Background: an optimization exercise with open tools, aiming at small area and a short achievable clock period. Do not read the settings as production practice.
At most, simulation tests tie the RTL to the original design; equivalence was not proved.
No functional check of the RTL was part of runs 6 and 7.
Power figures rest on the tool's default switching activity, not on a simulated workload.

[design/flow/constraint.sdc]
create_clock -name core_clock -period 4.5 [get_ports {clk}]
set_input_delay 0.9000 -clock core_clock [delete_from_list [all_inputs] [get_ports {clk}]]
set_output_delay 0.9000 -clock core_clock [all_outputs]
set_load 0.01 [all_outputs]
[design/flow/standard.sh]
#!/bin/bash
# synth_recipe.tcl (not shown) runs the flow's synth.tcl, then flattens the netlist and writes it again
# the make line also repeats each setting of config.mk as NAME=value (left out here)
make -C /OpenROAD-flow-scripts/flow DESIGN_CONFIG=/design/flow/config.mk WORK_HOME=/design/flow/orfs CLKGATE_MAP_FILE= SYNTH_SCRIPT=/design/flow/synth_recipe.tcl "${@:-finish}"
[design/flow/config.mk]
export PLATFORM = sky130hd
export DESIGN_NAME = socks4a_request_filter
export DESIGN_NICKNAME = socks4a_request_filter
export VERILOG_FILES = /design/flow/design.v
export SDC_FILE = /design/flow/constraint.sdc
export NUM_CORES = 4
export LEC_CHECK = 0
export CAP_MARGIN = 20
export CORE_MARGIN = 2
export CORE_UTILIZATION = 40
export PLACE_DENSITY = 0.6
export SETUP_SLACK_MARGIN = 2.3
export SLEW_MARGIN = 20
[design/flow/flow/run.sh]
#!/bin/bash
# The standard layout (the standard.sh: standard synthesis, floorplan,
# placement, CTS, routing), with two changes:
#  - the port buffers that global placement inserts on every input and output
#    are sky130_fd_sc_hd__buf_2 instead of the delay-buffer cell that
#    buffer_ports picks on its own;
#  - clock tree synthesis uses larger sink clusters and no dummy loads.
set -uo pipefail
bash standard.sh "BUFFER_PORTS_ARGS=-buffer_cell sky130_fd_sc_hd__buf_2" \
  "CTS_ARGS=-sink_clustering_enable -repair_clock_nets -dont_use_dummy_load -buf_list sky130_fd_sc_hd__clkbuf_8 -sink_clustering_size 20 -sink_clustering_max_diameter 60" \
  finish > standard.log 2>&1
[design/flow/design.v]
`default_nettype none
package s4rf_pkg;
  localparam int MAX_REQUEST = 4096;
  localparam int POS_W       = $clog2(MAX_REQUEST + 1);
  localparam int HEADER_LEN  = 8;
  localparam int NUM_RULES   = 6;
  localparam int RULE_W      = 38;
  localparam logic [7:0] CMD_CONNECT = 8'd1;
  localparam logic [7:0] CMD_BIND    = 8'd2;
  localparam logic [7:0] REPLY_GRANT  = 8'd90;
  localparam logic [7:0] REPLY_REJECT = 8'd91;
  localparam int REPLY_BEATS = 8;
  localparam int BEAT_W      = $clog2(REPLY_BEATS);
  localparam int              CFG_IDX_W     = 3;
  localparam int              CFG_DATA_W    = RULE_W;
  localparam logic [CFG_IDX_W-1:0] CFG_BIND_PORT = 3'd0;
  localparam int              CFG_RULE_BASE = 1;
  typedef struct packed {
    logic        valid;
    logic        kind_bind;
    logic [3:0]  wild;
    logic [31:0] addr;
  } rule_t;
  typedef struct packed {
    logic        granted;
    logic        is4a;
    logic        is_bind;
    logic [15:0] port;
    logic [31:0] addr;
  } reply_t;
endpackage
`default_nettype wire
`default_nettype none
module socks4a_request_filter (
  input  wire logic        clk,
  input  wire logic        rst_n,
  input  wire logic        in_valid,
  output logic             in_ready,
  input  wire logic [7:0]  in_req_byte,
  input  wire logic        in_end_of_request,
  output logic             out_valid,
  input  wire logic        out_ready,
  output logic [7:0]       out_reply_byte,
  output logic             out_reply_final,
  output logic             out_granted,
  output logic             out_is_socks4a,
  output logic             out_is_bind,
  input  wire logic        cfg_valid,
  output logic             cfg_ready,
  input  wire logic [2:0]  cfg_index,
  input  wire logic [37:0] cfg_data
);
  logic [5:0]  rv;             
  logic [5:0]  rk;             
  logic [3:0]  rw [6];         
  logic [31:0] ra [6];         
  logic [15:0] bp;             
  logic        bpf;            
  logic [12:0] pos;
  logic        c1, c2;         
  logic [15:0] port;
  logic [31:0] addr;
  logic [1:0]  nul;
  logic        g7;             
  logic        rvld;
  logic        last;           
  logic        rg, r4a, rb;
  logic [15:0] rport;
  logic [31:0] raddr;
  assign cfg_ready = 1'b1;
  always_ff @(posedge clk) begin
    if (cfg_valid && cfg_index == 3'd0) bp <= cfg_data[15:0];
    if (!rst_n) bpf <= 1'b0;
    else if (cfg_valid && cfg_index == 3'd0) bpf <= 1'b1;
  end
  for (genvar i = 0; i < 6; i++) begin : g_rule
    always_ff @(posedge clk) begin
      if (cfg_valid && cfg_index == 3'(i + 1)) begin
        rk[i] <= cfg_data[36];
        rw[i] <= cfg_data[35:32];
        ra[i] <= cfg_data[31:0];
      end
      if (!rst_n) rv[i] <= 1'b0;
      else if (cfg_valid && cfg_index == 3'(i + 1)) rv[i] <= cfg_data[37];
    end
  end
  logic hdr;                   
  logic over;                  
  logic is1, is2, is3, is4, is5, is6, is7, ge7;
  assign hdr  = (pos[12:3] == 10'd0);
  assign over = pos[12];
  assign is1 = hdr && pos[2:0] == 3'd1;
  assign is2 = hdr && pos[2:0] == 3'd2;
  assign is3 = hdr && pos[2:0] == 3'd3;
  assign is4 = hdr && pos[2:0] == 3'd4;
  assign is5 = hdr && pos[2:0] == 3'd5;
  assign is6 = hdr && pos[2:0] == 3'd6;
  assign is7 = hdr && pos[2:0] == 3'd7;
  assign ge7 = !hdr || pos[2:0] == 3'd7;
  logic out_take, out_last, in_take, in_end, reply_ok, load;
  assign out_take  = rvld && out_ready;
  assign out_last  = out_take && last;
  assign in_ready  = !rvld || out_last || !in_end_of_request;
  assign in_take   = in_valid && in_ready;
  assign in_end    = in_take && in_end_of_request;
  assign reply_ok  = ge7 && (c1 || c2);
  assign load      = in_end && reply_ok;
  always_ff @(posedge clk) begin
    if (is1) begin
      c1 <= (in_req_byte == 8'd1);
      c2 <= (in_req_byte == 8'd2);
    end
    if (is2) port[15:8]  <= in_req_byte;
    if (is3) port[7:0]   <= in_req_byte;
    if (is4) addr[31:24] <= in_req_byte;
    if (is5) addr[23:16] <= in_req_byte;
    if (is6) addr[15:8]  <= in_req_byte;
    if (is7) addr[7:0]   <= in_req_byte;
  end
  logic nul_byte;
  assign nul_byte = (in_req_byte == 8'd0) && !hdr && !over;
  always_ff @(posedge clk) begin
    if (!rst_n || in_end) begin
      pos <= '0;
      nul <= '0;
    end else if (in_take) begin
      if (!over) pos <= pos + 13'd1;
      if (nul_byte && nul != 2'd2) nul <= nul + 2'd1;
    end
  end
  logic [5:0] part, part_nx, hit;
  logic       none, g_in;
  for (genvar i = 0; i < 6; i++) begin : g_match
    assign part_nx[i] = rv[i] && (rk[i] ? c2 : c1) &&
                        (rw[i][0] || ra[i][31:24] == addr[31:24]) &&
                        (rw[i][1] || ra[i][23:16] == addr[23:16]) &&
                        (rw[i][2] || ra[i][15:8]  == in_req_byte);
    assign hit[i]     = part[i] && (rw[i][3] || ra[i][7:0] == in_req_byte);
  end
  assign none = !(|rv);
  assign g_in = (|hit) || none;
  always_ff @(posedge clk) begin
    if (is6) part <= part_nx;
  end
  always_ff @(posedge clk) begin
    if (is7) g7 <= g_in;
  end
  logic rep_en;
  assign rep_en = !rvld || out_last;
  always_ff @(posedge clk) begin
    if (rep_en) begin
      rg    <= is7 ? g_in : g7;
      r4a   <= (nul == 2'd2) || (nul == 2'd1 && nul_byte);
      rb    <= c2;
      rport <= port;
      raddr <= {addr[31:8], is7 ? in_req_byte : addr[7:0]};
    end
  end
  logic [7:0]  bt;
  logic [7:0]  ob, nb;
  logic [15:0] bpv;
  assign bpv  = bpf ? bp : 16'd0;
  assign last = bt[7];
  assign nb = ({8{bt[0]}} & {7'b0101101, !rg}) |
              ({8{bt[1]}} & (rb ? bpv[15:8] : rport[15:8])) |
              ({8{bt[2]}} & (rb ? bpv[7:0]  : rport[7:0])) |
              ({8{bt[3] && !rb}} & raddr[31:24]) |
              ({8{bt[4] && !rb}} & raddr[23:16]) |
              ({8{bt[5] && !rb}} & raddr[15:8]) |
              ({8{bt[6] && !rb}} & raddr[7:0]);
  always_ff @(posedge clk) begin
    if (!rst_n) begin
      rvld <= 1'b0;
      bt   <= 8'd1;
      ob   <= '0;
    end else begin
      rvld <= load || (rvld && !out_last);
      if (out_take) begin
        bt <= {bt[6:0], bt[7]};
        ob <= nb;
      end
    end
  end
  assign out_valid       = rvld;
  assign out_reply_byte  = ob;
  assign out_reply_final = last;
  assign out_granted     = rg;
  assign out_is_socks4a  = r4a;
  assign out_is_bind     = rb;
endmodule
`default_nettype wire
==> impl_results.md, run 1 <==
- List of most frequent post-synthesis cells: sky130_fd_sc_hd__edfxtp_1 (337), sky130_fd_sc_hd__xor2_1 (189), sky130_fd_sc_hd__nor4_1 (51), sky130_fd_sc_hd__a21oi_1 (48), sky130_fd_sc_hd__dfxtp_1 (48)
- Global-route wire length before repair: 50.9 mm
- Arrival time of data at the critical path endpoint: around 1.4 ns
- Hold buffer count at cts: 0
- Hold Crit Endpoint: rport[15]
- Largest area contributor in the netlist: sky130_fd_sc_hd__edfxtp_1
- Die width: 198 um
- Gp weighted congestion: 0.806
- Static leakage power: 5.51 nW
- Via count: 7933
- Post-detailed-route wirelength per cell: 23.4 um
- Yosys warns: 3
- Min Hold Slack: 0.425 ns
- Chip Height: 198 um
- Unrepaired setup endpoints after global routing: yes
- Clock tree from TritonCTS: done
- H-Tree Level Count: 1
- Count of cells along the worst register-to-register path: 5
- Maximum fanout count along the critical path: 3
- VDD IR max: 0.267 mV
- Ratio of cells with drive above 1 in the final layout: 14.1%
- Slew @ Worst Pin: between 0.8 and 0.9 ns
- Fin. max-slew vios: 0
- Reg-to-reg setup timing slack: around 2.4 ns
- Worst Clk Skew: 0.0334 ns
- Family with the most delay on the worst path: buffers and inverters
- Classification of the worst-slack hold path: reg2reg
- Aggregate global-route resource usage: about 18%
- Post-synthesis net count: 1019
- Register area share after synthesis: around three quarters
- Vias in the first global route: 7867
- Fmax achieved: 443 MHz
- Placement Rows: 71
- Top flip-flop cell by instance count after synthesis: sky130_fd_sc_hd__edfxtp_1
- Detail Route Antenna Nets: 0
- Required time reported for the critical path endpoint: 3.60 ns
- Post-layout nets: 1082
- Cell repeated most along the worst path: sky130_fd_sc_hd__buf_2
- Run status: finished clean
- Critical register-to-register path endpoint: ob[5]
- Antenna diode count: 0
- Number of buffer cells added on primary ports: 68
- Setup TNS: 0 ns
- Worst Path Buf+Inv: 2
- Per-cell via count in the routed design: 5.32
- EDFF count, synth: 337
- Final count of hold timing violations: 0
- Instance count of the mapped netlist: 956
- Synthesized area per cell: 15.7 um2
- Origin of the critical flop-to-flop path: rb
- Post-layout min period: roughly 2.3 ns
- Area added between synthesis and finish: 9.30%
- Synth top area share: 67.3%
- Remaining max-slew budget at the tightest pin: 42.9%
- Routed wire length: 34.9 mm
- Antenna violations before repair: 1
- Estimated wirelength of the detail-placed design: 23.5 mm
- Later-pin clock latency in the skew report: 0.60 ns
- Count of unresolved DRC violations after routing: 0
- Synth top area cells: sky130_fd_sc_hd__edfxtp_1 (67%), sky130_fd_sc_hd__xor2_1 (11%), sky130_fd_sc_hd__dfxtp_1 (6.4%)
- Initial core utilization: 40.3%
- Total Die Area: 39200 um2
- CTS Root Buffer Type: sky130_fd_sc_hd__clkbuf_8
- Clock transition at path regs: 0.12 ns
- Count of maximum capacitance violations: 0
- Cell depth of the worst min-delay path: 0
- Number of clock sinks: around 390
- Worst-path cell chain: buf_2 -> a21boi_4 -> nand2_1 -> buf_2
- Most numerous cell in the Yosys netlist: sky130_fd_sc_hd__edfxtp_1
- Worst setup path startpoint: out_ready
- Unique cell type count in the Yosys netlist: 44
- Crit Path Class: in2out
- Final setup viols: 0
- Yosys reg bits: 385
- GRT overflow: 0
- Cell type of the slowest stage on the worst timing path: sky130_fd_sc_hd__buf_2
- Clock buffer count from CTS: 28
- Pin count of the biggest net entering global routing: 52
- Worst hold start: port[15]
- Final worst path period share: 50.1%
- DRT Pass-1 Iters: 5
- Sort of element at the start of the critical path: primary input
- Post-synth design cell area: 15000 um2
- DRC violation total after the first TritonRoute iteration: 708
- Number of buffers on the longest clock path: 3
- Largest stage delay, worst path: ~0.13 ns
- Ys async rst share: 0%
- Pwr per Cell Area: between 300 and 400 nW/um2
- Core footprint: 37300 um2
- IO Pins: 70
- Kind of end point of the critical path: output port
where the power goes:
group | internal, mW | leakage (nW) | switching [mW]
clock network | 0.557 | 0.201 | 1.03
registers | 3.98 | 3.52 | 0.0595
logic | 0.106 | 1.80 | 0.211
total | 4.64 | 5.51 | 1.30
stage by stage:
step           power, mW  setup slack, ns  std cells  instance area [um2]  util, %
6_report            5.95             2.24       1491                16400     44.1
3_5_place_dp        4.44             1.66       1456                16000     42.8
5_1_grt             6.15             2.21       1491                16400     44.1
3_3_place_gp        4.43             1.73       1454                15900     42.6
4_1_cts             5.98             2.21       1487                16400     43.9
2_1_floorplan       4.28             1.95        956                15200        -
cells in the final DEF, fill, tap and decap left out, types with 7 or more instances in the layout:
master,Yosys,routed
sky130_fd_sc_hd__edfxtp_1,337,337
sky130_fd_sc_hd__xor2_1,189,189
sky130_fd_sc_hd__buf_2,14,62
sky130_fd_sc_hd__nor4_1,51,48
sky130_fd_sc_hd__a21oi_1,48,48
sky130_fd_sc_hd__dfxtp_1,48,46
sky130_fd_sc_hd__nor2_1,41,36
sky130_fd_sc_hd__clkbuf_8,0,28
sky130_fd_sc_hd__nand2_1,29,27
sky130_fd_sc_hd__a22o_1,16,16
sky130_fd_sc_hd__buf_4,1,16
sky130_fd_sc_hd__a22oi_1,15,15
sky130_fd_sc_hd__xnor2_1,14,14
sky130_fd_sc_hd__inv_1,11,10
sky130_fd_sc_hd__nand2b_1,11,10
sky130_fd_sc_hd__o21ai_0,10,10
sky130_fd_sc_hd__mux2_2,8,8
sky130_fd_sc_hd__ha_1,8,8
sky130_fd_sc_hd__o211ai_1,7,7
sky130_fd_sc_hd__and3_1,8,7
sky130_fd_sc_hd__nand4_1,7,7
sky130_fd_sc_hd__a41o_1,7,7
layout make-up:
type / count / area [um2]
inverters: 12 / 48.8
fillers: 3346 / 20900
repair buffers: 83 / 508
flip-flops and latches: 385 / 11100
multi-input cells: 509 / 3820
clock buffers: 28 / 385
well taps: 474 / 593
repair_timing:
action	CTS	global route
pin swaps	1	4
gates resized for setup	2	16
setup buffers	3	3
gates cloned	0	1
endpoints found under the setup margin	15	9
sequential cells by signal, summed over array words and instances (netlist names), 8 cells and up:
name	flops
raddr	32
addr	32
ob	8
port	16
pos	13
bp	16
rport	16
ra	192
bt	8
rw	24
cell families after synthesis:
kind of cell	Yosys count	synth area share, %
fa+ha+maj	8	0.665
other cells	1	0.0249
flops	385	73.7
compound gates	125	5.60
buf+inv	63	1.76
xor+xnor	203	11.8
simple gates	160	5.66
mux	11	0.807
worst max path at each step:
stage | end | slack [ns] | cells past startpoint
2_1_floorplan | ra[0][0] | 1.95 | 2
5_1_grt | in_ready | 2.21 | 3
3_5_place_dp | rg | 1.66 | 6
3_3_place_gp | rg | 1.73 | 6
4_1_cts | in_ready | 2.21 | 3
6_report | in_ready | 2.24 | 4
layer usage:
| metal | part of all wire [%] | vias to the layer above | track usage (%) |
|---|---|---|---|
| met4 | 1.7 | 0 | 3.23 |
| li1 | - | 3640 | - |
| met1 | 45 | 4032 | 25.6 |
| met3 | 5.6 | 35 | 2.49 |
| met2 | 47 | 226 | 29.4 |
| met5 | 0 | - | 0 |
==> run 2: changes to the inputs <==
--- a/design/flow/config.mk
+++ b/design/flow/config.mk
@@ -9,5 +9,5 @@
 export CORE_MARGIN = 2
 export CORE_UTILIZATION = 40
 export PLACE_DENSITY = 0.6
-export SETUP_SLACK_MARGIN = 2.3
+export SETUP_SLACK_MARGIN = 2.35
 export SLEW_MARGIN = 20
==> impl_results.md, run 2 <==
- Biggest register: ra
- Total Die Area: 39200 um2
- Synth top area cells: sky130_fd_sc_hd__edfxtp_1 (67%), sky130_fd_sc_hd__xor2_1 (11%), sky130_fd_sc_hd__dfxtp_1 (6.4%)
- Static leakage power: between 5 and 6 nW
- Hold Crit Endpoint: raddr[8]
- Number of buffer cells added on primary ports: 68
- Crit Path Class: in2out
- Routed wl met2: about 17 mm
- Number of buffers on the longest clock path: 3
- Slew @ Worst Pin: approximately 1.1 ns
- Post-layout min period: around 2.3 ns
- Origin of the critical flop-to-flop path: addr[24]
- Instance count of the mapped netlist: 956
- Fin. max-slew vios: 0
- Yosys warns: 3
- Final count of hold timing violations: 0
- Post-synthesis net count: 1019
- Required time reported for the critical path endpoint: between 3 and 4 ns
- Highest-count cells in the layout ignoring fill and taps: sky130_fd_sc_hd__edfxtp_1 (337), sky130_fd_sc_hd__xor2_1 (189), sky130_fd_sc_hd__buf_2 (59), sky130_fd_sc_hd__nor4_1 (49), sky130_fd_sc_hd__a21oi_1 (48)
- Yosys reg bits: 385
- Estimated wirelength of the detail-placed design: 23.7 mm
- Worst hold start: addr[8]
- Area added between synthesis and finish: 10.3%
- Die width: between 150 and 200 um
- Aggregate global-route resource usage: approximately 18%
- Via count: 7921
- Post-route met1 wirelength: 15.9 mm
- Clock transition at path regs: 0.10 ns
- Placement Rows: 71
- Largest area contributor in the netlist: sky130_fd_sc_hd__edfxtp_1
- Detail Route Antenna Nets: 0
- Kind of end point of the critical path: output port
- Global-route wire length before repair: between 50 and 60 mm
- Clock tree from TritonCTS: done
- PnR Total Power: ~6.0 mW
- Pin count of the biggest net entering global routing: 52
- Top flip-flop cell by instance count after synthesis: sky130_fd_sc_hd__edfxtp_1
- Reg-to-reg setup timing slack: 2.37 ns
- Post-synth design cell area: between 15000 and 20000 um2
- Post-detailed-route wirelength per cell: 23.5 um
- Setup TNS: 0 ns
- Most common library cell in the layout ignoring fill and taps: sky130_fd_sc_hd__edfxtp_1
- Post-layout nets: 1095
- Final setup viols: 0
- CTS Root Buffer Type: sky130_fd_sc_hd__clkbuf_8
- Synth top area share: 67.3%
- Synthesized area per cell: 15.7 um2
- Register area share after synthesis: around three quarters
- Run status: finished clean
- DRT Pass-1 Iters: 5
- Cell depth of the worst min-delay path: 0
- List of most frequent post-synthesis cells: sky130_fd_sc_hd__edfxtp_1 (337), sky130_fd_sc_hd__xor2_1 (189), sky130_fd_sc_hd__nor4_1 (51), sky130_fd_sc_hd__a21oi_1 (48), sky130_fd_sc_hd__dfxtp_1 (48)
- DRC violation total after the first TritonRoute iteration: 649
- Core footprint: 37300 um2
- Maximum fanout count along the critical path: 3
- Count of unresolved DRC violations after routing: 0
- Ratio of cells with drive above 1 in the final layout: 15.0%
- Fmax achieved: around 440 MHz
- H-Tree Level Count: 1
- Count of maximum capacitance violations: 0
- Number of clock sinks: between 300 and 400
- Antenna violations before repair: 1
- Critical register-to-register path endpoint: part[5]
- EDFF count, synth: 337
- Unrepaired setup endpoints after global routing: yes
- Chip Height: 198 um
- Hold buffer count at cts: 0
- GRT overflow: 0
- Unique cell type count in the Yosys netlist: 44
- Metal3 WL: 1.96 mm
- Biggest registers after layout: ra (192), addr (32), raddr (32)
- Worst Clk Skew: 0.0649 ns
- Vias in the first global route: 7962
- Uppermost signal routing layer after detailed routing: met4
- Pwr per Cell Area: 360 nW/um2
- Gp weighted congestion: around 0.79
- Max FFs per register: 192
- Arrival time of data at the critical path endpoint: 1.36 ns
- Final worst path period share: 50.3%
- Worst setup path startpoint: out_ready
- Routed wire length: 35.4 mm
- Remaining max-slew budget at the tightest pin: 27.3%
- Later-pin clock latency in the skew report: 0.62 ns
- Per-cell via count in the routed design: 5.26
- VDD IR max: 0.209 mV
- Most numerous cell in the Yosys netlist: sky130_fd_sc_hd__edfxtp_1
- Ys async rst share: 0%
- Count of cells along the worst register-to-register path: 4
- IO Pins: 70
- Classification of the worst-slack hold path: reg2reg
- Clock buffer count from CTS: 29
- Initial core utilization: 40.3%
- Sort of element at the start of the critical path: primary input
==> run 2: cell types whose count changed in the layout (fill, tap and decap cells not counted), sizes merged <==
cell	previous run	this run
buf	80	95
diode	0	2
clkbuf	31	29
==> run 2: how the worst max path moves through the flow <==
stage / to
after CTS: in_ready
after global routing: in_ready
after floorplan: rv[3]
after global placement: nul[1]
after detailed placement: part[5]
final: in_ready
==> run 2: final cells by class <==
class                   instances  area (um2)
diodes                          2        5.00
clock buffers                  29         399
fillers                      3325       20700
inverters                      12        48.8
multi-input cells             509        3830
flip-flops and latches        385       11100
well taps                     474         593
repair buffers                 95         633
==> run 2: cells by family (layout without fill, tap and decap cells) <==
group / count (synthesis) / after routing / share of synthesized area (%)
flops: 385 / 385 / 73.7
fa+ha+maj: 8 / 8 / 0.665
xor+xnor: 203 / 203 / 11.8
compound gates: 125 / 125 / 5.60
other cells: 1 / 3 / 0.0249
mux: 11 / 11 / 0.807
simple gates: 160 / 161 / 5.66
buf+inv: 63 / 136 / 1.76
==> run 2: routing by layer <==
| layer | global-route usage [%] | vias to the layer above |
|---|---|---|
| met5 | 0 | - |
| met1 | 25.8 | 4006 |
| li1 | - | 3669 |
| met2 | 29.6 | 200 |
| met3 | 2.25 | 46 |
| met4 | 4.59 | 0 |
==> run 2: power by group <==
| group | switching (mW) | internal, mW | total, mW |
|---|---|---|---|
| clock | 1.03 | 0.574 | 1.60 |
| sequential | 0.0551 | 3.98 | 4.04 |
| combinational | 0.219 | 0.114 | 0.332 |
| total | 1.30 | 4.67 | 5.97 |
==> run 2: worst max-delay path: stages <==
cell and delay (ns):
sky130_fd_sc_hd__buf_2 0.12, sky130_fd_sc_hd__a21boi_4 0.15, sky130_fd_sc_hd__nand2_1 0.06, sky130_fd_sc_hd__buf_2 0.13
==> run 2: timing repair <==
action                                  4_1_cts  5_1_grt
buffers inserted                             10        9
pin swaps                                     1        3
resized for setup                             7       13
gates cloned                                  0        1
endpoints found under the setup margin       32       16
==> run 2: stage by stage <==
step                worst slack (ns)  util [%]  hold WS [ns]  instance area (um2)  cells
CTS                             2.23      44.1         0.402                16500   1494
global route                    2.20      44.5         0.411                16600   1505
global placement                1.70      42.6         0.400                15900   1452
detailed placement              1.55      42.8         0.405                16000   1455
floorplan                       2.11         -         0.400                15200    956
finish                          2.24      44.5         0.396                16600   1506
==> run 3: changes to the inputs <==
--- a/design/flow/config.mk
+++ b/design/flow/config.mk
@@ -9,5 +9,5 @@
 export CORE_MARGIN = 2
 export CORE_UTILIZATION = 40
 export PLACE_DENSITY = 0.6
-export SETUP_SLACK_MARGIN = 2.35
+export SETUP_SLACK_MARGIN = 2.4
 export SLEW_MARGIN = 20
==> impl_results.md, run 3 <==
- Run status: finished clean
- Total Die Area: 39200 um2
- Global-route wire length before repair: 51.3 mm
- Min Hold Slack: 0.399 ns
- Arrival time of data at the critical path endpoint: 1.31 ns
- EDFF count, synth: 337
- Biggest register: ra
- Synthesized area per cell: around 16 um2
- Most common library cell in the layout ignoring fill and taps: sky130_fd_sc_hd__edfxtp_1
- Ratio of cells with drive above 1 in the final layout: between 10% and 20%
- Final count of hold timing violations: 0
- VDD IR max: 0.232 mV
- Highest-count cells in the layout ignoring fill and taps: sky130_fd_sc_hd__edfxtp_1 (337), sky130_fd_sc_hd__xor2_1 (189), sky130_fd_sc_hd__buf_2 (57), sky130_fd_sc_hd__a21oi_1 (48), sky130_fd_sc_hd__nor4_1 (47)
- Final setup viols: 0
- Maximum fanout count along the critical path: 2
- Final critical-path setup slack: 2.29 ns
- IO Pins: 70
- Crit Path Class: in2out
- Unrepaired setup endpoints after global routing: yes
- Detail Route Antenna Nets: 0
- Biggest registers after layout: ra (192), addr (32), raddr (32)
- Largest stage delay, worst path: 0.13 ns
- Top flip-flop cell by instance count after synthesis: sky130_fd_sc_hd__edfxtp_1
- Initial core utilization: 40.3%
- Post-layout min period: 2.21 ns
- Count of unresolved DRC violations after routing: 0
- Clock transition at path regs: 0.12 ns
- Area added between synthesis and finish: 10.8%
- Per-cell via count in the routed design: 5.35
- Count of maximum capacitance violations: 0
- Via count: 8066
- DRT Pass-1 Iters: 5
- Fmax achieved: roughly 450 MHz
- Worst-path cell chain: buf_8 -> a21boi_4 -> nand2_2 -> buf_6
- Classification of the worst-slack hold path: reg2reg
- Instance count of the mapped netlist: 956
- Fin. max-slew vios: 0
- Post-synth design cell area: about 15000 um2
- Antenna diode count: 0
- Die width: 198 um
- Post-place setup slack: about 1.6 ns
- Max FFs per register: 192
- Pin count of the biggest net entering global routing: 52
- Synth top area cells: sky130_fd_sc_hd__edfxtp_1 (67%), sky130_fd_sc_hd__xor2_1 (11%), sky130_fd_sc_hd__dfxtp_1 (6.4%)
- Estimated wirelength of the detail-placed design: 23.3 mm
- GRT overflow: 0
- Aggregate global-route resource usage: 18.0%
- Yosys reg bits: 385
- Placed cell count: ~1.5k
- DRC violation total after the first TritonRoute iteration: about 700
- Worst Path Buf+Inv: 2
- Static leakage power: 5.63 nW
- Placement Rows: 71
- Hold buffer count at cts: 0
- Yosys warns: 3
- Number of buffer cells added on primary ports: 68
- Most numerous cell in the Yosys netlist: sky130_fd_sc_hd__edfxtp_1
- Gp weighted congestion: 0.792
- Worst Clk Skew: around 0.066 ns
- Post-detailed-route wirelength per cell: 23.6 um
- H-Tree Level Count: 1
- Post-layout instance count excluding filler cells: 1509
- CTS Root Buffer Type: sky130_fd_sc_hd__clkbuf_8
- Remaining max-slew budget at the tightest pin: about 40%
- Unique cell type count in the Yosys netlist: 44
- Largest area contributor in the netlist: sky130_fd_sc_hd__edfxtp_1
- Register area share after synthesis: 73.7%
- Post-synthesis net count: 1019
- Required time reported for the critical path endpoint: 3.60 ns
- Core footprint: 37300 um2
- Pwr per Cell Area: 359 nW/um2
- Vias in the first global route: 8073
- Clock buffer count from CTS: 29
- Synth top area share: 67.3%
- Number of buffers on the longest clock path: 3
- Antenna violations before repair: 0
- Cell type of the slowest stage on the worst timing path: sky130_fd_sc_hd__a21boi_4
- Sort of element at the start of the critical path: primary input
- Routed wire length: 35.6 mm
- Kind of end point of the critical path: output port
- Setup TNS: 0 ns
- Clock tree from TritonCTS: done
- Later-pin clock latency in the skew report: 0.61 ns
- List of most frequent post-synthesis cells: sky130_fd_sc_hd__edfxtp_1 (337), sky130_fd_sc_hd__xor2_1 (189), sky130_fd_sc_hd__nor4_1 (51), sky130_fd_sc_hd__a21oi_1 (48), sky130_fd_sc_hd__dfxtp_1 (48)
- Final worst path period share: between 40% and 50%
- Family with the most delay on the worst path: buffers and inverters
- Chip Height: 198 um
- Number of clock sinks: just under 400
- Ys async rst share: 0%
- Slew @ Worst Pin: approximately 0.89 ns
- Post-layout nets: 1100
-- run 3: changes by cell type in the layout (fill, tap and decap cells not counted), moves of 2 or more --
cell,change
sky130_fd_sc_hd__buf_8,+5
sky130_fd_sc_hd__nor4_1,-2
sky130_fd_sc_hd__nand2b_2,+2
sky130_fd_sc_hd__nand2b_1,-2
sky130_fd_sc_hd__diode_2,-2
sky130_fd_sc_hd__nor4_2,+2
sky130_fd_sc_hd__buf_16,-2
sky130_fd_sc_hd__nor2_2,+3
sky130_fd_sc_hd__buf_2,-2
-- run 3: per-stage QoR --
step	utilization (%)	total power, mW	cell area, um2
after floorplan	-	4.29	15300
after global placement	42.7	4.43	15900
after detailed placement	42.7	4.44	15900
after CTS	43.9	6.01	16400
after global routing	44.7	6.18	16700
final	44.7	5.98	16700
-- run 3: cell type report --
class | instances | area, um2
clock buffers | 29 | 399
fillers | 3277 | 20600
inverters | 12 | 48.8
multi-input cells | 511 | 3870
flip-flops and latches | 385 | 11100
well taps | 474 | 593
repair buffers | 98 | 671
-- run 3: worst paths after layout --
check / cells after the start / from / slack [ns] / to
min: 0 / addr[9] / 0.40 / raddr[9]
max: 4 / out_ready / 2.29 / in_ready
min reg2reg: 0 / addr[9] / 0.40 / raddr[9]
max reg2reg: 4 / addr[19] / 2.47 / part[3]
-- run 3: per-layer routing --
metal / global-route usage (%) / part of all wire (%)
met4: 4.01 / 1.6
met2: 29.6 / 47
met1: 25.7 / 45
met3: 2.45 / 5.7
met5: 0 / 0
-- run 3: kinds of logic (layout without fill, tap and decap cells) --
| group | after synthesis | in the layout | share of synthesized area [%] |
|---|---|---|---|
| buf+inv | 63 | 139 | 1.76 |
| other cells | 1 | 1 | 0.0249 |
| xor+xnor | 203 | 203 | 11.8 |
| compound gates | 125 | 125 | 5.60 |
| flops | 385 | 385 | 73.7 |
| simple gates | 160 | 163 | 5.66 |
| mux | 11 | 11 | 0.807 |
| fa+ha+maj | 8 | 8 | 0.665 |
-- run 3: what timing repair did --
action | in CTS | in global routing
gates cloned | 1 | 2
endpoints found under the setup margin | 39 | 32
buffers inserted | 4 | 18
resized for setup | 15 | 23
pin swaps | 2 | 7
-- run 3: report_power, final --
| group | total [mW] | internal [mW] | switching [mW] |
|---|---|---|---|
| Clock | 1.61 | 0.575 | 1.03 |
| Combinational | 0.342 | 0.118 | 0.224 |
| Sequential | 4.03 | 3.98 | 0.0506 |
| Total | 5.98 | 4.68 | 1.31 |
==> run 4: changes to the inputs <==
==> design/flow/flow/run.sh (replaced) <==
#!/bin/bash
# The standard layout (the standard.sh: standard synthesis, floorplan,
# placement, CTS, routing), with two changes:
#  - the port buffers that global placement inserts on every input and output
#    are sky130_fd_sc_hd__buf_1 instead of the delay-buffer cell that
#    buffer_ports picks on its own;
#  - clock tree synthesis uses larger sink clusters and no dummy loads.
set -uo pipefail
bash standard.sh "BUFFER_PORTS_ARGS=-buffer_cell sky130_fd_sc_hd__buf_1" \
  "CTS_ARGS=-sink_clustering_enable -repair_clock_nets -dont_use_dummy_load -buf_list sky130_fd_sc_hd__clkbuf_8 -sink_clustering_size 20 -sink_clustering_max_diameter 60" \
  finish > standard.log 2>&1
--- a/design/flow/config.mk
+++ b/design/flow/config.mk
@@ -9,5 +9,5 @@
 export CORE_MARGIN = 2
 export CORE_UTILIZATION = 40
 export PLACE_DENSITY = 0.6
-export SETUP_SLACK_MARGIN = 2.4
+export SETUP_SLACK_MARGIN = 2.3
 export SLEW_MARGIN = 20
==> impl_results.md, run 4 <==
- Number of buffer cells added on primary ports: between 60 and 70
- Run status: finished clean
- Arrival time of data at the critical path endpoint: 2.54 ns
- Synthesized area per cell: 15.7 um2
- Final worst path period share: 51.3%
- Clock tree from TritonCTS: done
- Fmax achieved: 433 MHz
- Cell type of the slowest stage on the worst timing path: sky130_fd_sc_hd__buf_4
- Routed wire length: approximately 36 mm
- Chip Height: approximately 200 um
- Ratio of cells with drive above 1 in the final layout: 10.2%
- Sort of element at the start of the critical path: primary input
- Largest stage delay, worst path: 0.48 ns
- Antenna violations before repair: 0
- DRC violation total after the first TritonRoute iteration: 723
- Biggest registers after layout: ra (192), addr (32), raddr (32)
- Vias in the first global route: roughly 8.0k
- Pwr per Cell Area: between 300 and 400 nW/um2
- Classification of the worst-slack hold path: reg2reg
- Post-layout min period: approximately 2.3 ns
- Min Hold Slack: 0.395 ns
- Top flip-flop cell by instance count after synthesis: sky130_fd_sc_hd__edfxtp_1
- Unrepaired setup endpoints after global routing: yes
- Worst-path cell chain: buf_1 -> nand2b_1 -> nor2_4 -> buf_4
- Post-synth design cell area: 15000 um2
- Area added between synthesis and finish: 9.68%
- Yosys warns: 3
- Crit Path Class: in2reg
- Highest-count cells in the layout ignoring fill and taps: sky130_fd_sc_hd__edfxtp_1 (337), sky130_fd_sc_hd__xor2_1 (189), sky130_fd_sc_hd__buf_1 (58), sky130_fd_sc_hd__nor4_1 (48), sky130_fd_sc_hd__a21oi_1 (48)
- Fin. max-slew vios: 0
- Pin count of the biggest net entering global routing: between 50 and 60
- Number of clock sinks: ~390
- Antenna diode count: 0
- Total Die Area: 39200 um2
- Max FFs per register: around 190
- EDFF count, synth: 337
- Clock buffer count from CTS: 28
- Synth top area cells: sky130_fd_sc_hd__edfxtp_1 (67%), sky130_fd_sc_hd__xor2_1 (11%), sky130_fd_sc_hd__dfxtp_1 (6.4%)
- Core footprint: 37300 um2
- Post-layout nets: about 1.1k
- Global-route wire length before repair: 52.4 mm
- Placement Rows: 71
- Aggregate global-route resource usage: between 15 and 20%
- Unique cell type count in the Yosys netlist: 44
- Estimated wirelength of the detail-placed design: 23.6 mm
- Synth top area share: 67.3%
- Kind of end point of the critical path: flop
- DRT Pass-1 Iters: 5
- Final setup viols: 0
- Worst Clk Skew: 0.0707 ns
- Count of maximum capacitance violations: 0
- H-Tree Level Count: 1
- Ys async rst share: 0%
- GRT overflow: 0
- List of most frequent post-synthesis cells: sky130_fd_sc_hd__edfxtp_1 (337), sky130_fd_sc_hd__xor2_1 (189), sky130_fd_sc_hd__nor4_1 (51), sky130_fd_sc_hd__a21oi_1 (48), sky130_fd_sc_hd__dfxtp_1 (48)
- Die width: 198 um
- Most numerous cell in the Yosys netlist: sky130_fd_sc_hd__edfxtp_1
- Count of unresolved DRC violations after routing: 0
- Largest area contributor in the netlist: sky130_fd_sc_hd__edfxtp_1
- Post-synthesis net count: 1019
- Gp weighted congestion: 0.806
- Static leakage power: 5.44 nW
- Required time reported for the critical path endpoint: 4.73 ns
- Most common library cell in the layout ignoring fill and taps: sky130_fd_sc_hd__edfxtp_1
- Biggest register: ra
- Yosys reg bits: a little under 400
- Clock transition at path regs: about 0.12 ns
- Family with the most delay on the worst path: simple AND/OR/NAND/NOR gates
- Hold buffer count at cts: 0
- Slew @ Worst Pin: 0.895 ns
- Post-detailed-route wirelength per cell: 23.5 um
- Remaining max-slew budget at the tightest pin: 40.3%
- Instance count of the mapped netlist: 956
- Worst Path Buf+Inv: 2
- Maximum fanout count along the critical path: 28
- CTS Root Buffer Type: sky130_fd_sc_hd__clkbuf_8
- Detail Route Antenna Nets: 0
- Per-cell via count in the routed design: 5.30
- Register area share after synthesis: 73.7%
- Initial core utilization: between 40% and 50%
- Via count: roughly 8k
- VDD IR max: 0.276 mV
- Final count of hold timing violations: 0
- Setup TNS: 0 ns
- Later-pin clock latency in the skew report: roughly 0.6 ns
- Number of buffers on the longest clock path: 3
- IO Pins: 70
==> run 4: worst paths after layout <==
check | start | endpoint | slack [ns] | cells past startpoint
min reg2reg | port[3] | rport[3] | 0.39 | 0
max reg2reg | addr[28] | part[0] | 2.38 | 4
min | port[3] | rport[3] | 0.39 | 0
max | cfg_index[1] | rk[5] | 2.19 | 4
==> run 4: what timing repair did <==
item,in CTS,in global routing
setup buffers,5,10
gates resized for setup,15,17
setup endpoints to repair,27,77
pin swaps,3,6
cloned,1,1
==> run 4: logic make-up (layout without fill, tap and decap cells) <==
logic type / Yosys count / count (layout) / share of synthesized area, %
muxes: 11 / 11 / 0.807
adders and majority gates: 8 / 8 / 0.665
other: 1 / 1 / 0.0249
and+or+nand+nor: 160 / 162 / 5.66
DFF: 385 / 385 / 73.7
buffers and inverters: 63 / 143 / 1.76
AOI/OAI and AO/OA: 125 / 125 / 5.60
xor gates and xnor gates: 203 / 203 / 11.8
==> run 4: where the power goes <==
part	leakage, nW	total, mW	internal, mW	switching, mW
Combinational	1.72	0.326	0.108	0.218
Sequential	3.52	4.04	3.98	0.0566
Clock	0.201	1.60	0.556	1.04
==> run 4: stage by stage <==
stage / total power [mW] / instances / worst slack, ns / util (%) / area [um2]
finish: 5.97 / 1512 / 2.19 / 44.2 / 16500
global route: 6.18 / 1512 / 2.10 / 44.2 / 16500
CTS: 6.01 / 1501 / 2.24 / 43.9 / 16400
detailed placement: 4.44 / 1467 / 1.35 / 42.7 / 15900
global placement: 4.43 / 1466 / 1.42 / 42.6 / 15900
floorplan: 4.28 / 956 / 1.95 / - / 15200
==> run 4: layout make-up <==
type,count,area (um2)
multi-input combinational,510,3830
inverter,12,48.8
fill,3390,20800
timing repair buffer,103,562
tap,474,593
sequential,385,11100
clock buffer,28,385
==> run 4: routing by layer <==
metal	up-vias	wire length, um	share of wire (%)	track usage, %
met2	228	16600	47	29.8
met1	4065	16500	46	26.6
li1	3686	-	-	-
met4	0	617	1.7	3.17
met3	41	1830	5.2	2.10
met5	-	0	0	0
==> run 4: worst register-to-register path: cells and delay by family, from the launching register on <==
kind / cells / cell delay, ns
AND/OR/NAND/NOR: 2 / 0.86
flip-flops: 1 / 0.61
XOR/XNOR: 1 / 0.24
AO/OA/AOI/OAI: 1 / 0.18
==> run 5: changes to the inputs <==
==> design/flow/flow/run.sh (replaced) <==
#!/bin/bash
# The standard layout (the standard.sh: standard synthesis, floorplan,
# placement, CTS, routing), with two changes:
#  - the port buffers that global placement inserts on every input and output
#    are sky130_fd_sc_hd__buf_4 instead of the delay-buffer cell that
#    buffer_ports picks on its own;
#  - clock tree synthesis uses larger sink clusters and no dummy loads.
set -uo pipefail
bash standard.sh "BUFFER_PORTS_ARGS=-buffer_cell sky130_fd_sc_hd__buf_4" \
  "CTS_ARGS=-sink_clustering_enable -repair_clock_nets -dont_use_dummy_load -buf_list sky130_fd_sc_hd__clkbuf_8 -sink_clustering_size 20 -sink_clustering_max_diameter 60" \
  finish > standard.log 2>&1
==> impl_results.md, run 5 <==
- Run status: finished clean
- Sort of element at the start of the critical path: primary input
- Max FFs per register: 192
- Synth top area share: approximately two thirds
- EDFF count, synth: 337
- IO Pins: 70
- Placement Rows: 71
- Area added between synthesis and finish: 10.7%
- Estimated wirelength of the detail-placed design: 22.1 mm
- Fmax achieved: 447 MHz
- Pwr per Cell Area: 361 nW/um2
- Unique cell type count in the Yosys netlist: between 40 and 50
- Metal3 WL: 1.79 mm
- Biggest register: ra
- Instance count of the mapped netlist: between 900 and 1k
- Via count: 7773
- Synth top area cells: sky130_fd_sc_hd__edfxtp_1 (67%), sky130_fd_sc_hd__xor2_1 (11%), sky130_fd_sc_hd__dfxtp_1 (6.4%)
- Fin. max-slew vios: 0
- Aggregate global-route resource usage: roughly 18%
- Number of buffer cells added on primary ports: 68
- GRT overflow: 0
- Clock buffer count from CTS: 31
- Ratio of cells with drive above 1 in the final layout: 13.8%
- Final worst path period share: between 40% and 50%
- Cell depth of the worst min-delay path: 0
- Initial core utilization: between 40% and 50%
- Power spent charging and discharging nets: 1.30 mW
- Slew @ Worst Pin: between 0.8 and 0.9 ns
- Gp weighted congestion: 0.765
- Post-detailed-route wirelength per cell: between 20 and 25 um
- Most common library cell in the layout ignoring fill and taps: sky130_fd_sc_hd__edfxtp_1
- Antenna diode count: 0
- Routed wl met2: ~16 mm
- Static leakage power: 5.59 nW
- Post-place setup slack: 1.66 ns
- Final setup viols: 0
- Die width: just under 200 um
- Chip Height: approximately 200 um
- Pin count of the biggest net entering global routing: 52
- VDD IR max: between 0.2 and 0.3 mV
- DRT Pass-1 Iters: 5
- Setup TNS: 0 ns
- Count of maximum capacitance violations: 0
- Final standard cell utilization of the core: 44.6%
- Synthesized area per cell: between 15 and 20 um2
- Global-route wire length before repair: 50.3 mm
- Post-synth design cell area: between 15000 and 20000 um2
- Post-layout nets: around 1.1k
- Unrepaired setup endpoints after global routing: yes
- CTS Root Buffer Type: sky130_fd_sc_hd__clkbuf_8
- Ys async rst share: 0%
- Sw Share: 21.7%
- Cell internal power dissipation: 4.72 mW
- H-Tree Level Count: 1
- Final count of hold timing violations: 0
- Worst Clk Skew: 0.0531 ns
- Top flip-flop cell by instance count after synthesis: sky130_fd_sc_hd__edfxtp_1
- Combinational cell fraction of total power: 5.5%
- Count of unresolved DRC violations after routing: 0
- Count of cells along the worst register-to-register path: 5
- Maximum fanout count along the critical path: 3
- Clock tree from TritonCTS: done
- Cell type of the slowest stage on the worst timing path: sky130_fd_sc_hd__a21boi_4
- Crit Path Class: in2out
- Routed wire length: roughly 34 mm
- Number of buffers on the longest clock path: 3
- Antenna violations before repair: 0
- Number of clock sinks: 385
- Highest-count cells in the layout ignoring fill and taps: sky130_fd_sc_hd__edfxtp_1 (337), sky130_fd_sc_hd__xor2_1 (189), sky130_fd_sc_hd__buf_4 (71), sky130_fd_sc_hd__nor4_1 (51), sky130_fd_sc_hd__a21oi_1 (48)
- Classification of the worst-slack hold path: reg2reg
- Later-pin clock latency in the skew report: 0.61 ns
- Worst-path cell chain: buf_8 -> a21boi_4 -> nand2_1 -> buf_6
- Per-cell via count in the routed design: ~5.2
- List of most frequent post-synthesis cells: sky130_fd_sc_hd__edfxtp_1 (337), sky130_fd_sc_hd__xor2_1 (189), sky130_fd_sc_hd__nor4_1 (51), sky130_fd_sc_hd__a21oi_1 (48), sky130_fd_sc_hd__dfxtp_1 (48)
- Core footprint: 37300 um2
- Arrival time of data at the critical path endpoint: 1.34 ns
- Clk pwr share: 27.4%
- Post-synthesis net count: 1019
- Detail Route Antenna Nets: 0
- Number of fill cells: 3320
- Post-layout min period: approximately 2.2 ns
- Most numerous cell in the Yosys netlist: sky130_fd_sc_hd__edfxtp_1
- Yosys warns: 3
- Yosys reg bits: 385
- Final critical-path setup slack: approximately 2.3 ns
- Uppermost signal routing layer after detailed routing: met4
- Remaining max-slew budget at the tightest pin: a little under half
- Kind of end point of the critical path: output port
- PnR Total Power: between 6 and 7 mW
- Total Die Area: 39200 um2
- Post-route met1 wirelength: between 15 and 20 mm
- Sequential fraction of design power: 67.1%
- Required time reported for the critical path endpoint: 3.60 ns
- Largest area contributor in the netlist: sky130_fd_sc_hd__edfxtp_1
- Vias in the first global route: 7800
- DRC violation total after the first TritonRoute iteration: 702
- Clock transition at path regs: 0.11 ns
- Biggest registers after layout: ra (192), addr (32), raddr (32)
- Register area share after synthesis: 73.7%
- Largest stage delay, worst path: 0.14 ns
-- run 5: cell counts after synthesis --
Identical to the previous run, type by type.
-- run 5: worst paths after layout --
kind	from	to	slack [ns]
worst min register to register	addr[14]	raddr[14]	0.41
worst max register to register	rb	ob[5]	2.40
worst min-delay path	addr[14]	raddr[14]	0.41
worst max-delay path	out_ready	in_ready	2.26
-- run 5: routing by layer --
layer,up-vias,GRT usage [%]
met5,-,0
met4,0,3.09
met3,36,2.45
met2,204,28.9
met1,3896,25.0
li1,3637,-
-- run 5: timing repair --
item / 4_1_cts / 5_1_grt
endpoints found under the setup margin: 55 / 18
pin swaps: 2 / 1
gates resized for setup: 9 / 1
setup buffers: 5 / 0
hold buffers: 0 / 0
endpoints found under the hold margin: 0 / 0
-- run 5: logic make-up (layout without fill, tap and decap cells) --
kind of cell / count (synthesis) / in the layout / synth area share, %
buffers and inverters: 63 / 124 / 1.76
DFF: 385 / 385 / 73.7
AOI/OAI and AO/OA: 125 / 125 / 5.60
xor gates and xnor gates: 203 / 203 / 11.8
and+or+nand+nor: 160 / 160 / 5.66
muxes: 11 / 11 / 0.807
other: 1 / 1 / 0.0249
adders and majority gates: 8 / 8 / 0.665
-- run 5: layout make-up --
type,count,area [um2],area share (%)
sequential,385,11100,66.6
multi-input combinational,508,3790,22.8
timing repair buffer,81,709,4.26
tap,474,593,3.56
clock buffer,31,427,2.56
inverter,12,48.8,0.293
-- run 5: through the flow --
stage               instance area, um2  hold WS, ns  instances
floorplan                        15200        0.400        956
global placement                 16000        0.402       1449
detailed placement               16100        0.405       1450
CTS                              16600        0.413       1486
global route                     16700        0.425       1491
finish                           16700        0.409       1491
-- run 5: worst max-delay path: cells and delay by family --
family	cells	cell delay, ns
simple gates	1	0.08
buf+inv	2	0.22
compound gates	1	0.14
-- run 5: power groups by stage --
| stage | Combinational, mW | Sequential [mW] | Clock, mW |
|---|---|---|---|
| final | 0.332 | 4.04 | 1.65 |
| after global routing | 0.363 | 4.05 | 1.83 |
| after CTS | 0.333 | 4.04 | 1.70 |
| after detailed placement | 0.325 | 4.13 | 0 |
| after global placement | 0.317 | 4.12 | 0 |
| after floorplan | 0.188 | 4.10 | 0 |
==> run 6: changes to the inputs <==
--- a/design/flow/design.v
+++ b/design/flow/design.v
@@ -63,6 +63,7 @@
   logic [1:0]  nul;
   logic        g7;             
   logic        rvld;
+  logic        bsy;            
   logic        last;           
   logic        rg, r4a, rb;
   logic [15:0] rport;
@@ -100,7 +101,7 @@
   logic out_take, out_last, in_take, in_end, reply_ok, load;
   assign out_take  = rvld && out_ready;
   assign out_last  = out_take && last;
-  assign in_ready  = !rvld || out_last || !in_end_of_request;
+  assign in_ready  = !(in_end_of_request && (bsy || (last && !out_ready)));
   assign in_take   = in_valid && in_ready;
   assign in_end    = in_take && in_end_of_request;
   assign reply_ok  = ge7 && (c1 || c2);
@@ -171,10 +172,12 @@
   always_ff @(posedge clk) begin
     if (!rst_n) begin
       rvld <= 1'b0;
+      bsy  <= 1'b0;
       bt   <= 8'd1;
       ob   <= '0;
     end else begin
       rvld <= load || (rvld && !out_last);
+      bsy  <= load || (bsy && !(out_take && bt[6]));
       if (out_take) begin
         bt <= {bt[6:0], bt[7]};
         ob <= nb;
==> impl_results.md, run 6 <==
- Post-route met1 wirelength: 15.5 mm
- Post-detailed-route wirelength per cell: 21.6 um
- Static leakage power: 5.61 nW
- Antenna diode count: 0
- Maximum fanout count along the critical path: 4
- Clock transition at path regs: 0.09 ns
- Yosys warns: 3
- Run status: finished clean
- Compound-gate portion of the synthesized area: 5.77%
- Post-layout nets: 1105
- Per-cell via count in the routed design: 5.13
- Synth top area share: 66.4%
- Post-layout min period: between 2 and 2.5 ns
- Number of buffer cells added on primary ports: slightly below 70
- Post-synth design cell area: 15200 um2
- Initial core utilization: 40.5%
- IO Pins: 70
- Pwr per Cell Area: 350 nW/um2
- Worst Clk Skew: 0.0402 ns
- Area added between synthesis and finish: 10.8%
- Count of maximum capacitance violations: 0
- Die width: 199 um
- Metal3 WL: around 1.4 mm
- Final setup viols: 0
- Register area share after synthesis: 72.9%
- EDFF count, synth: 337
- Synthesized area per cell: about 16 um2
- Largest family of logic cells by synthesized area: XOR/XNOR gates
- Classification of the worst-slack hold path: reg2reg
- Clock buffer count from CTS: 30
- Most common library cell in the layout ignoring fill and taps: sky130_fd_sc_hd__edfxtp_1
- H-Tree Level Count: 1
- List of most frequent post-synthesis cells: sky130_fd_sc_hd__edfxtp_1 (337), sky130_fd_sc_hd__xor2_1 (174), sky130_fd_sc_hd__dfxtp_1 (49), sky130_fd_sc_hd__nor4_1 (49), sky130_fd_sc_hd__nand2_1 (37)
- Number of buffers on the longest clock path: 3
- Hold buffer count at cts: 0
- Clock tree from TritonCTS: done
- Most numerous cell in the Yosys netlist: sky130_fd_sc_hd__edfxtp_1
- Unrepaired setup endpoints after global routing: yes
- Detail Route Antenna Nets: 0
- Top flip-flop cell by instance count after synthesis: sky130_fd_sc_hd__edfxtp_1
- Pin count of the biggest net entering global routing: 44
- Sort of element at the start of the critical path: primary input
- Instance count of the mapped netlist: 964
- Ys async rst share: 0%
- Core footprint: 37600 um2
- Placed cell count: 1499
- Max FFs per register: about 190
- Biggest registers after layout: ra (192), addr (32), raddr (32)
- Adder and majority gate portion of the synthesized area: 0.657%
- GRT overflow: 0
- Highest-count cells in the layout ignoring fill and taps: sky130_fd_sc_hd__edfxtp_1 (337), sky130_fd_sc_hd__xor2_1 (174), sky130_fd_sc_hd__buf_4 (89), sky130_fd_sc_hd__nor4_1 (48), sky130_fd_sc_hd__dfxtp_1 (48)
- CTS Root Buffer Type: sky130_fd_sc_hd__clkbuf_8
- Global-route wire length before repair: 49.5 mm
- Count of unresolved DRC violations after routing: 0
- Cell type of the slowest stage on the worst timing path: sky130_fd_sc_hd__buf_4
- Simple-gate share of the synthesized area: under 10%
- Via count: 7952
- Estimated wirelength of the detail-placed design: 21.9 mm
- DRC violation total after the first TritonRoute iteration: 577
- DRT Pass-1 Iters: 5
- Ratio of cells with drive above 1 in the final layout: around 15%
- Number of clock sinks: 386
- Routed wl met2: ~16 mm
- Synth top area cells: sky130_fd_sc_hd__edfxtp_1 (66%), sky130_fd_sc_hd__xor2_1 (10%), sky130_fd_sc_hd__dfxtp_1 (6.4%)
- Kind of end point of the critical path: output port
- Final worst path period share: between 40% and 50%
- Fin. max-slew vios: 0
- Later-pin clock latency in the skew report: 0.61 ns
- Vias in the first global route: 7866
- Placement Rows: between 70 and 80
- Multiplexer area fraction after synthesis: less than 1%
- Gp weighted congestion: approximately 0.8
- Setup TNS: 0 ns
- Final count of hold timing violations: 0
- Required time reported for the critical path endpoint: 3.60 ns
- Worst-path cell chain: buf_6 -> nor2b_4 -> o21ai_2 -> buf_4
- VDD IR max: 0.289 mV
- Crit Path Class: in2out
- Chip Height: 199 um
- Remaining max-slew budget at the tightest pin: 30.6%
- Largest stage delay, worst path: 0.14 ns
- Slew @ Worst Pin: 1.04 ns
- Uppermost signal routing layer after detailed routing: met4
- Yosys reg bits: between 300 and 400
- Aggregate global-route resource usage: 17.1%
- Largest area contributor in the netlist: sky130_fd_sc_hd__edfxtp_1
- Total Die Area: around 40000 um2
- Antenna violations before repair: 1
- Unique cell type count in the Yosys netlist: 55
- Post-synthesis net count: slightly above 1k
- Routed wire length: 33.5 mm
- Arrival time of data at the critical path endpoint: 1.30 ns
- Biggest register: ra
- Fmax achieved: 455 MHz
- Post-layout instance count excluding filler cells: 1551
- Fraction of synthesized cell area in xor and xnor cells: 11.1%
[run 6: cell count changes after synthesis, sizes merged, moves of 7 or more]
cell,previous run,this run
nand2,29,38
a21oi,48,35
xor2,189,174
a21o,0,7
a222oi,1,9
nor2,41,21
o21ai,10,25
a21boi,1,13
a22o,16,0
[run 6: report_power, final]
| part | switching [mW] | total (mW) | internal (mW) |
|---|---|---|---|
| Clock | 1.02 | 1.62 | 0.593 |
| Sequential | 0.0332 | 4.00 | 3.97 |
| Combinational | 0.181 | 0.282 | 0.102 |
[run 6: repair_timing]
action                     4_1_cts  5_1_grt
setup endpoints to repair       52       43
setup buffers                   10        9
pin swaps                        2        2
gates resized for setup          6       10
[run 6: final timing paths]
| check | cells past startpoint | slack, ns | from | to |
|---|---|---|---|---|
| max | 4 | 2.30 | out_ready | in_ready |
| min reg2reg | 0 | 0.40 | port[0] | rport[0] |
| min | 0 | 0.40 | port[0] | rport[0] |
| max reg2reg | 4 | 2.39 | addr[28] | part[4] |
[run 6: logic make-up after synthesis]
logic type      Yosys count
flops                   386
xor+xnor                193
simple gates            168
compound gates          131
buf+inv                  65
mux                      12
fa+ha+maj                 8
other cells               1
[run 6: layout make-up]
class	instances	area [um2]
flip-flops and latches	386	11100
multi-input cells	513	3900
repair buffers	94	758
well taps	511	639
fillers	3324	20700
inverters	17	63.8
clock buffers	30	413
[run 6: layer usage]
layer  vias up  global-route usage [%]
li1       3720                       -
met3        46                    1.92
met4         0                    4.20
met1      4007                    24.3
met5         -                       0
met2       179                    28.0
[run 6: through the flow]
step	worst slack (ns)	hold slack, ns	util (%)	area, um2	power, mW
finish	2.30	0.397	44.9	16900	5.90
CTS	2.26	0.393	44.4	16700	5.96
detailed placement	1.76	0.405	43.1	16200	4.36
global placement	1.82	0.401	43.1	16200	4.36
global route	2.28	0.411	44.9	16900	6.09
floorplan	2.12	0.400	-	15300	4.23
[run 6: worst max-delay path, delay by kind of cell]
kind                   cells  cell delay [ns]
buffers and inverters      2             0.24
AND/OR/NAND/NOR            1             0.10
AO/OA/AOI/OAI              1             0.06
==> run 7: changes to the inputs <==
--- a/design/flow/design.v
+++ b/design/flow/design.v
@@ -102,7 +102,7 @@
   assign out_take  = rvld && out_ready;
   assign out_last  = out_take && last;
   assign in_ready  = !(in_end_of_request && (bsy || (last && !out_ready)));
-  assign in_take   = in_valid && in_ready;
+  assign in_take   = in_valid && (!rvld || out_last || !in_end_of_request);
   assign in_end    = in_take && in_end_of_request;
   assign reply_ok  = ge7 && (c1 || c2);
   assign load      = in_end && reply_ok;
==> design/flow/flow/run.sh (replaced) <==
#!/bin/bash
# The standard layout (the standard.sh: standard synthesis, floorplan,
# placement, CTS, routing), with two changes:
#  - the port buffers that global placement inserts on every input and output
#    are sky130_fd_sc_hd__buf_2 instead of the delay-buffer cell that
#    buffer_ports picks on its own;
#  - clock tree synthesis uses larger sink clusters and no dummy loads.
set -uo pipefail
bash standard.sh "BUFFER_PORTS_ARGS=-buffer_cell sky130_fd_sc_hd__buf_2" \
  "CTS_ARGS=-sink_clustering_enable -repair_clock_nets -dont_use_dummy_load -buf_list sky130_fd_sc_hd__clkbuf_8 -sink_clustering_size 20 -sink_clustering_max_diameter 60" \
  finish > standard.log 2>&1
==> impl_results.md, run 7 <==
- Routed wire length: about 34 mm
- Clock buffer count from CTS: 30
- Most numerous cell in the Yosys netlist: sky130_fd_sc_hd__edfxtp_1
- Synth top area cells: sky130_fd_sc_hd__edfxtp_1 (67%), sky130_fd_sc_hd__xor2_1 (11%), sky130_fd_sc_hd__dfxtp_1 (6.5%)
- Post-layout min period: 2.24 ns
- Fin. max-slew vios: 0
- Count of cells along the worst register-to-register path: 4
- Pin count of the biggest net entering global routing: 53
- Pwr per Cell Area: 363 nW/um2
- Biggest registers after layout: ra (192), addr (32), raddr (32)
- Synth top area share: 66.7%
- Placement Rows: 71
- Synthesized area per cell: 15.8 um2
- Sequential fraction of design power: 67.4%
- IO Pins: 70
- Ratio of cells with drive above 1 in the final layout: 13.8%
- Post-synth design cell area: 15200 um2
- Compound-gate portion of the synthesized area: under 10%
- Sw Share: 21.9%
- Detail Route Antenna Nets: 0
- Global-route wire length before repair: 49.0 mm
- Classification of the worst-slack hold path: reg2reg
- Chip Height: a little under 200 um
- Post-place setup slack: 1.70 ns
- Setup TNS: 0 ns
- Sort of element at the start of the critical path: primary input
- Cell internal power dissipation: 4.69 mW
- Origin of the critical flop-to-flop path: addr[26]
- Instance count of the mapped netlist: 961
- Reg-to-reg setup timing slack: 2.46 ns
- Number of clock sinks: 386
- Aggregate global-route resource usage: roughly 17%
- Area after DPL: 16100 um2
- Die width: 199 um
- Static leakage power: between 5 and 6 nW
- Antenna violations before repair: 4
- Gp weighted congestion: 0.804
- Final critical-path setup slack: approximately 2.3 ns
- Ys async rst share: 0%
- Register area share after synthesis: 73.2%
- Unrepaired setup endpoints after global routing: yes
- Max FFs per register: 192
- Hold Crit Endpoint: rport[2]
- Top flip-flop cell by instance count after synthesis: sky130_fd_sc_hd__edfxtp_1
- Unique cell type count in the Yosys netlist: 50
- Cell depth of the worst min-delay path: 0
- Hold buffer count at cts: 0
- Highest-count cells in the layout ignoring fill and taps: sky130_fd_sc_hd__edfxtp_1 (337), sky130_fd_sc_hd__xor2_1 (189), sky130_fd_sc_hd__buf_2 (68), sky130_fd_sc_hd__a21oi_1 (50), sky130_fd_sc_hd__nor4_1 (49)
- Count of maximum capacitance violations: 0
- DRC violation total after the first TritonRoute iteration: 599
- Final count of hold timing violations: 0
- VDD IR max: 0.201 mV
- Per-cell via count in the routed design: about 5.1
- Largest area contributor in the netlist: sky130_fd_sc_hd__edfxtp_1
- CTS Root Buffer Type: sky130_fd_sc_hd__clkbuf_8
- Via count: 7831
- Later-pin clock latency in the skew report: 0.64 ns
- Final setup viols: 0
- Most common library cell in the layout ignoring fill and taps: sky130_fd_sc_hd__edfxtp_1
- Run status: finished clean
- Required time reported for the critical path endpoint: 3.60 ns
- Adder and majority gate portion of the synthesized area: 0.660%
- Yosys reg bits: 386
- Design area: approximately 17000 um2
- Post-layout nets: 1086
- Worst hold start: port[2]
- Number of buffer cells added on primary ports: 68
- PnR Total Power: 6.00 mW
- Biggest register: ra
- Maximum fanout count along the critical path: 4
- Remaining max-slew budget at the tightest pin: between 30% and 40%
- GRT overflow: 0
- EDFF count, synth: 337
- Combinational cell fraction of total power: 5.1%
- Clock tree from TritonCTS: done
- Crit Path Class: in2out
- Clock transition at path regs: 0.10 ns
- Arrival time of data at the critical path endpoint: around 1.3 ns
- Vias in the first global route: 7679
- Area added between synthesis and finish: 8.98%
- Core footprint: between 30000 and 40000 um2
- Post-synthesis net count: 1024
- Slew @ Worst Pin: 0.925 ns
- Post-detailed-route wirelength per cell: 21.9 um
- Estimated wirelength of the detail-placed design: 22.6 mm
- Multiplexer area fraction after synthesis: 0.726%
- Power spent charging and discharging nets: 1.31 mW
- Clk pwr share: 27.4%
- List of most frequent post-synthesis cells: sky130_fd_sc_hd__edfxtp_1 (337), sky130_fd_sc_hd__xor2_1 (189), sky130_fd_sc_hd__a21oi_1 (50), sky130_fd_sc_hd__dfxtp_1 (49), sky130_fd_sc_hd__nor4_1 (49)
- H-Tree Level Count: 1
- Fraction of synthesized cell area in xor and xnor cells: a little under an eighth
- Final worst path period share: 49.7%
- Yosys warns: 3
- Simple-gate share of the synthesized area: under 10%
- Worst Clk Skew: 0.0671 ns
- Kind of end point of the critical path: output port
- Number of buffers on the longest clock path: 3
- Largest family of logic cells by synthesized area: XOR/XNOR gates
- Count of unresolved DRC violations after routing: 0
- DRT Pass-1 Iters: 5
- Fmax achieved: around 450 MHz
- Critical register-to-register path endpoint: part[0]
- Total Die Area: 39500 um2
- Initial core utilization: roughly two fifths
[run 7: cell count changes after synthesis, sizes merged, moves of 6 or more]
| cell | change |
|---|---|
| a22o | +15 |
| nor2 | +21 |
| buf | +6 |
| a21o | -7 |
| a21boi | -11 |
| a22oi | +8 |
| xor2 | +15 |
| inv | -7 |
| or4 | -6 |
| o21ai | -14 |
| nand2 | -7 |
| a21oi | +16 |
| a222oi | -8 |
[run 7: metrics by stage]
stage                     cells  util [%]  hold WS (ns)
after floorplan             961         -         0.400
after global placement     1495      42.7         0.401
after detailed placement   1498      42.9         0.405
after CTS                  1531      44.1         0.404
after global routing       1532      44.1         0.406
final                      1534      44.1         0.403
[run 7: how the worst max path moves through the flow]
| stage | slack, ns | end | startpoint | depth (start not counted) |
|---|---|---|---|---|
| 2_1_floorplan | 1.95 | ra[0][0] | cfg_index[2] | 2 |
| 3_3_place_gp | 1.76 | ra[0][5] | cfg_index[1] | 4 |
| 3_5_place_dp | 1.70 | rg | in_req_byte[1] | 6 |
| 4_1_cts | 2.25 | in_ready | bt[7] | 3 |
| 5_1_grt | 2.21 | in_ready | bt[7] | 3 |
| 6_report | 2.26 | in_ready | out_ready | 4 |
[run 7: metal layers]
metal  up-vias  GRT usage, %  wire [um]
li1       3666             -          -
met4         0          4.23        743
met2       181          27.7      16000
met3        47          3.02       1680
met1      3937          23.7      15200
met5         -             0          0
[run 7: repair_timing]
action,4_1_cts,5_1_grt
setup buffers,3,1
resized for setup,3,1
setup endpoints to repair,3,16
[run 7: cell families after synthesis]
logic type / count (synthesis)
mux: 10
compound gates: 127
xor+xnor: 203
flops: 386
buf+inv: 61
simple gates: 165
fa+ha+maj: 8
other cells: 1
[run 7: power groups by stage]
stage          Combinational, mW  Sequential (mW)  Clock, mW
6_report                   0.309             4.05       1.65
5_1_grt                    0.338             4.06       1.81
4_1_cts                    0.312             4.05       1.69
3_5_place_dp               0.305             4.13          0
3_3_place_gp               0.298             4.13          0
2_1_floorplan              0.187             4.11          0
[run 7: layout make-up]
cell class,instances,area [um2]
Fill cell,3413,21000
Sequential cell,386,11100
Multi-Input combinational cell,514,3850
Tap cell,511,639
Timing Repair Buffer,80,475
Clock buffer,30,413
Inverter,11,45.0
Antenna cell,2,5.00
[run 7: worst max-delay path: stages]
cell,delay (ns)
sky130_fd_sc_hd__buf_2,0.13
sky130_fd_sc_hd__nor2b_1,0.11
sky130_fd_sc_hd__o21ai_1,0.06
sky130_fd_sc_hd__buf_2,0.14

## re-timing with driven ports
Ports are ideal in the flow. The routed layouts listed here were re-timed in OpenROAD.
Step 1 (the two cells are an assumption about what drives the block):
set clk [get_ports {clk}]
set_driving_cell -lib_cell sky130_fd_sc_hd__clkbuf_16 $clk
set_driving_cell -lib_cell sky130_fd_sc_hd__buf_2 [delete_from_list [all_inputs] $clk]
Step 2 also shifts input and output timing later by t, the mid clock arrival at the registers, as if the neighbouring blocks saw the same clock.
Slacks: no drivers / after step 1 / after step 2; pairs: no drivers / after step 1.
| run | t (ns) | slack for setup (ns) | slew at the worst register clock pin (ns) | cell pins on the clock port's net |
|---|---|---|---|---|
| run 1 | 0.625 | 2.245 / 2.227 / 1.734 | 0.12 / 0.12 | 1 |
| run 2 | 0.635 | 2.235 / 2.217 / 1.726 | 0.12 / 0.12 | 1 |
| run 3 | 0.629 | 2.289 / 2.251 / 1.803 | 0.12 / 0.12 | 1 |
| run 4 | 0.619 | 2.191 / 2.205 / 1.588 | 0.12 / 0.12 | 1 |
| run 5 | 0.635 | 2.263 / 2.226 / 1.841 | 0.12 / 0.12 | 1 |
| run 6 | 0.643 | 2.304 / 2.270 / 1.749 | 0.12 / 0.12 | 1 |
| run 7 | 0.657 | 2.263 / 2.240 / 1.702 | 0.12 / 0.12 | 1 |
After both steps setup and hold are still met in every run listed. The setup slack of run 4, which loses most, moves by +0.014 ns with the drivers and by -0.603 ns with both steps.
